Background: an optimization exercise with open tools, aiming at small area, a short achievable clock period and few clock cycles per item. Do not read the settings as production practice. Function was checked by simulation only, so behaviour that the tests miss may differ from the original. Power figures rest on the tool's default switching activity, not on a simulated workload.

// ekf_frontend_top
module ekf_frontend_top (
  input  wire                clk,
  input  wire                sys_rst,
  input  wire                ekf_pkg::stage_e i_stage_val,
  output logic               o_stage_rdy,
  input  wire                ekf_pkg::lm_idx_t i_l_k,
  input  wire                ekf_pkg::data_t i_rk,
  input  wire                ekf_pkg::data_t i_phi,
  output logic               o_plb_en,
  output logic               o_plb_we,
  output ekf_pkg::plb_addr_t o_plb_addr,
  output ekf_pkg::data_t     o_plb_din,
  input  wire                ekf_pkg::data_t i_plb_dout,
  output logic               o_init_predict,
  output logic               o_init_newlm,
  output logic               o_init_update,
  output ekf_pkg::data_t     o_xk,
  output ekf_pkg::data_t     o_yk,
  output ekf_pkg::data_t     o_xita,
  output ekf_pkg::data_t     o_lkx,
  output ekf_pkg::data_t     o_lky,
  input  wire                i_done_predict,
  input  wire                i_done_newlm,
  input  wire                i_done_update,
  input  wire                ekf_pkg::data_t i_result_0,
  input  wire                ekf_pkg::data_t i_result_1,
  input  wire                ekf_pkg::data_t i_result_2,
  input  wire                ekf_pkg::data_t i_result_3,
  input  wire                ekf_pkg::data_t i_result_4,
  input  wire                ekf_pkg::data_t i_result_5
);
Size in the first run: ~1,700 cells after synthesis, about 540 I/O pins, about 14,000 sq um of cells after synthesis.
export LEC_CHECK = 0
export CAP_MARGIN = 20
export CORE_MARGIN = 2
export CORE_UTILIZATION = 50
export CTS_BUF_LIST = sky130_fd_sc_hd__clkbuf_4 sky130_fd_sc_hd__clkbuf_8
export SETUP_SLACK_MARGIN = 2.2
export SLEW_MARGIN = 20
create_clock -name core_clock -period 5.5 [get_ports {clk}]
standard.sh (not shown) runs the stock make flow with config.mk's settings and CLKGATE_MAP_FILE= SYNTH_SCRIPT=/design/flow/synth_recipe.tcl, a recipe that flattens the netlist after the stock synthesis.
==> flow/flow/run.sh <==
#!/bin/bash
# Standard layout, with the smallest plain buffer on every port instead of
# the default port buffer.
set -euo pipefail
export BUFFER_PORTS_ARGS="-buffer_cell sky130_fd_sc_hd__buf_1"
bash standard.sh > standard.log 2>&1
Testbench counts at the start, summed over its fixed seeds: cycles 22,971, stages 1,200.
Change:
--- a/flow/design.v
+++ b/flow/design.v
@@ -70,13 +70,13 @@
   logic          en_q, we_q;
   logic [12:0]   addr_q;
   logic          ini_p_q, ini_n_q, ini_u_q;
   logic [31:0]   r0, r1, r2, r3, r4, wd;
   logic          acc, done_hit;
   logic [CW-1:0] ctl_d;
-  logic [2:0]    adn_q;
+  logic [2:0]    adn_q, adc_q, adcn_q;
   logic [12:0]   lm, lm1;
   assign acc = rdy_q & ~i_stage_val[2] & (i_stage_val[1] | i_stage_val[0]);
   assign done_hit = wait_q & ((kind_q == 2'd1 & i_done_predict) |
                               (kind_q == 2'd2 & i_done_newlm) |
                               (kind_q == 2'd3 & i_done_update));
   assign lm  = {1'b0, 11'({1'b0, i_l_k} + 11'd1), 1'b1};    
@@ -158,12 +158,14 @@
     end
   end
   assign ctl_d = ctl_of(kind_q, wr_q ? n_q : 4'd1);
   always_ff @(posedge clk) begin
     ctl_q <= ctl_d;
     adn_q <= ~ctl_d[2:0];
+    adc_q <= ctl_d[2:0] & {3{wait_q | wr_q}};
+    adcn_q <= ~(ctl_d[2:0] & {3{wait_q | wr_q}});
     n_q   <= wr_q ? n_q + 4'd1 : 4'd2;
     if (rdy_q) begin
       addr_q <= 13'd0;
     end else if (wait_q) begin
       addr_q <= addr_of(kind_q, 4'd1, lm, lm1);
     end else if (wr_q) begin
@@ -216,15 +218,18 @@
       end
     end
   end
   logic [31:0] opa, opb, sum;
   logic        mv;
   assign mv  = wr_q;
-  assign opa = {{16{~adn_q[C_AEN]}}, {16{ctl_q[C_AEN]}}} & r0;
-  assign opb[15:0]  = (ctl_q[C_BW] ? wd[15:0] : r3[15:0]) ^ {16{ctl_q[C_INV]}};
-  assign opb[31:16] = (adn_q[C_BW] ? r3[31:16] : wd[31:16]) ^ {16{~adn_q[C_INV]}};
+  assign opa = {{8{~adcn_q[C_AEN]}}, {8{adc_q[C_AEN]}}, {8{~adn_q[C_AEN]}},
+                {8{ctl_q[C_AEN]}}} & r0;
+  assign opb[7:0]   = (ctl_q[C_BW] ? wd[7:0] : r3[7:0]) ^ {8{ctl_q[C_INV]}};
+  assign opb[15:8]  = (adn_q[C_BW] ? r3[15:8] : wd[15:8]) ^ {8{~adn_q[C_INV]}};
+  assign opb[23:16] = (adc_q[C_BW] ? wd[23:16] : r3[23:16]) ^ {8{adc_q[C_INV]}};
+  assign opb[31:24] = (adcn_q[C_BW] ? r3[31:24] : wd[31:24]) ^ {8{~adcn_q[C_INV]}};
   assign sum = opa + opb + {31'd0, ctl_q[C_INV]};
   function automatic logic [31:0] ao(input logic en, input logic [31:0] v);
     ao = {32{en}} & v;
   endfunction
   logic s0_f, s0_w, s0_1, s0_2, s0_k, s0_p;
   logic s1_f, s1_w, s1_0;
Result: The changed run ran to the end with no violations; clock skew drops by 0.018 ns; final area came out higher slightly; setup slack gets better by 0.020 ns; non-clock buffer count drops by 19; worst hold slack is about the same; wire length climbs by a few percent; maximum frequency rises slightly; cell count grows slightly; clock-buffer cell count came out higher by 1; utilization drops by 1.4 points.
Testbench counts after the change, summed over its fixed seeds: cycles 22,971, stages 1,200.


ekf_frontend_top, a different RTL version from the one above (not shown whole).
Size in the first run: ~250 flip-flops, roughly 540 I/O pins, about 16000 µm² of cells after synthesis.
==> flow/config.mk <==
export PLATFORM = sky130hd
export DESIGN_NAME = ekf_frontend_top
export DESIGN_NICKNAME = ekf_frontend_top
export VERILOG_FILES = /design/flow/design.v
export SDC_FILE = /design/flow/constraint.sdc
export NUM_CORES = 4
export LEC_CHECK = 0
export CAP_MARGIN = 20
export CORE_MARGIN = 2
export CORE_UTILIZATION = 50
export CTS_BUF_LIST = sky130_fd_sc_hd__clkbuf_4 sky130_fd_sc_hd__clkbuf_8
export SETUP_SLACK_MARGIN = 2.2
export SLEW_MARGIN = 20
==> flow/constraint.sdc <==
create_clock -name core_clock -period 5.5 [get_ports {clk}]
set_input_delay 1.1000 -clock core_clock [delete_from_list [all_inputs] [get_ports {clk}]]
set_output_delay 1.1000 -clock core_clock [all_outputs]
set_load 0.01 [all_outputs]
Scripts as last shown in full above: flow/flow/run.sh
Testbench counts at the start, summed over its fixed seeds: cycles 22,180, stages 1,200.
==> next run, changes <==
--- a/flow/design.v
+++ b/flow/design.v
@@ -68,21 +68,21 @@
   logic          wr_q;          
   logic [3:0]    n_q;           
   logic [CW-1:0] ctl_q;
   logic          en_q, we_q;
   logic [12:0]   addr_q;
   logic          ini_p_q, ini_n_q, ini_u_q;
   logic          wt_p_q, wt_n_q, wt_u_q;   
   logic [31:0]   r0, r1, r2, r3, r4, wd;
   logic          acc, done_hit;
   logic [CW-1:0] ctl_d;
-  logic [2:0]    adn_q;
+  logic [2:0]    adn_q, adc_q, adcn_q;
   logic [12:0]   lm, lm1;
   assign acc = rdy_q & ~i_stage_val[2] & (i_stage_val[1] | i_stage_val[0]);
   assign done_hit = (wt_p_q & i_done_predict) | (wt_n_q & i_done_newlm) |
                     (wt_u_q & i_done_update);
   assign lm  = {1'b0, 11'({1'b0, i_l_k} + 11'd1), 1'b1};    
   assign lm1 = {1'b0, 11'({1'b0, i_l_k} + 11'd2), 1'b0};    
   function automatic logic [CW-1:0] ctl_of(input logic [1:0] kind, input logic [3:0] c);
     logic [CW-1:0] t;
     t = '0;
     case (kind)
@@ -155,20 +155,22 @@
   endfunction
   always_ff @(posedge clk) begin
     if (rdy_q) begin
       kind_q <= i_stage_val[1:0];
     end
   end
   assign ctl_d = ctl_of(kind_q, wr_q ? n_q : 4'd1);
   always_ff @(posedge clk) begin
     ctl_q <= ctl_d;
     adn_q <= ~ctl_d[2:0];
+    adc_q <= ctl_d[2:0] & {3{wait_q | wr_q}};
+    adcn_q <= ~(ctl_d[2:0] & {3{wait_q | wr_q}});
     n_q   <= wr_q ? n_q + 4'd1 : 4'd2;
     if (rdy_q) begin
       addr_q <= 13'd0;
     end else if (wait_q) begin
       addr_q <= addr_of(kind_q, done_hit ? 4'd1 : 4'd0, lm, lm1);
     end else if (wr_q) begin
       addr_q <= addr_of(kind_q, n_q, lm, lm1);
     end else begin
       case (1'b1)
         ph_q[1]: addr_q <= 13'd1;
@@ -222,23 +224,26 @@
       end else if (wr_q && ctl_q[C_LAST]) begin
         wr_q  <= 1'b0;
         en_q  <= 1'b0;
         rdy_q <= 1'b1;
       end
     end
   end
   logic [31:0] opa, opb, sum;
   logic        mv;
   assign mv  = wr_q;
-  assign opa = {{16{~adn_q[C_AEN]}}, {16{ctl_q[C_AEN]}}} & r0;
-  assign opb[15:0]  = (ctl_q[C_BW] ? wd[15:0] : r3[15:0]) ^ {16{ctl_q[C_INV]}};
-  assign opb[31:16] = (adn_q[C_BW] ? r3[31:16] : wd[31:16]) ^ {16{~adn_q[C_INV]}};
+  assign opa = {{8{~adcn_q[C_AEN]}}, {8{adc_q[C_AEN]}}, {8{~adn_q[C_AEN]}},
+                {8{ctl_q[C_AEN]}}} & r0;
+  assign opb[7:0]   = (ctl_q[C_BW] ? wd[7:0] : r3[7:0]) ^ {8{ctl_q[C_INV]}};
+  assign opb[15:8]  = (adn_q[C_BW] ? r3[15:8] : wd[15:8]) ^ {8{~adn_q[C_INV]}};
+  assign opb[23:16] = (adc_q[C_BW] ? wd[23:16] : r3[23:16]) ^ {8{adc_q[C_INV]}};
+  assign opb[31:24] = (adcn_q[C_BW] ? r3[31:24] : wd[31:24]) ^ {8{~adcn_q[C_INV]}};
   assign sum = opa + opb + {31'd0, ctl_q[C_INV]};
   function automatic logic [31:0] ao(input logic en, input logic [31:0] v);
     ao = {32{en}} & v;
   endfunction
   logic s0_f, s0_w, s0_1, s0_2, s0_k, s0_p;
   logic s1_f, s1_n, s1_u, s1_0;
   logic s2_f, s2_w;
   logic s3_f, s3_p, s3_u, s3_4, s3_2;
   logic s4_f, s4_p, s4_u, s4_3;
   logic sw_p, sw_n, sw_u, sw_0, sw_1, sw_2, sw_s;
After rerunning:
- The changed run went through all stages and came out clean
- clock power went up by about 2%
- non-clock buffer count rises by 7
- global-route usage goes down by 0.39 points
- wire length went down by 1.5%
- worst hold slack is better by 0.019 ns
- utilization grows by 0.46 points
- area after synthesis rose by 0.59%
- setup slack is about the same
Testbench counts after the change, summed over its fixed seeds: cycles 22,180, stages 1,200.

port drivers added, routing unchanged:
The results above use ideal ports. As a check the final layouts listed here were re-extracted and re-timed, cells and wires unchanged.
Step 1 (the two cells are an assumption about what drives the block):
set clk [get_ports {clk}]
set_driving_cell -lib_cell sky130_fd_sc_hd__clkbuf_16 $clk
set_driving_cell -lib_cell sky130_fd_sc_hd__buf_2 [delete_from_list [all_inputs] $clk]
Step 2, shift: input delay + t, output delay - t, t = (earliest + latest rising clock arrival at the registers) / 2. This alone moves slack from input paths to output paths.
a / b / c = no drivers / after step 1 / after step 2; a / b = the first two.
run | t, ns | slack for setup (ns) | hold slack, ns | worst data-port slew with drivers (ns)
the first run of note 1 | 0.599 | 2.254 / 2.254 / 2.254 | 0.441 / 0.441 / 0.441 | 0.07
the second run of note 1 | 0.609 | 2.274 / 2.274 / 2.274 | 0.441 / 0.441 / 0.441 | 0.16
the first run of note 2 | 0.624 | 2.304 / 2.252 / 2.354 | 0.479 / 0.479 / 0.479 | 0.09
the second run of note 2 | 0.625 | 2.304 / 2.304 / 2.304 | 0.498 / 0.498 / 0.498 | 0.07
After both steps setup and hold are still met in every run listed.
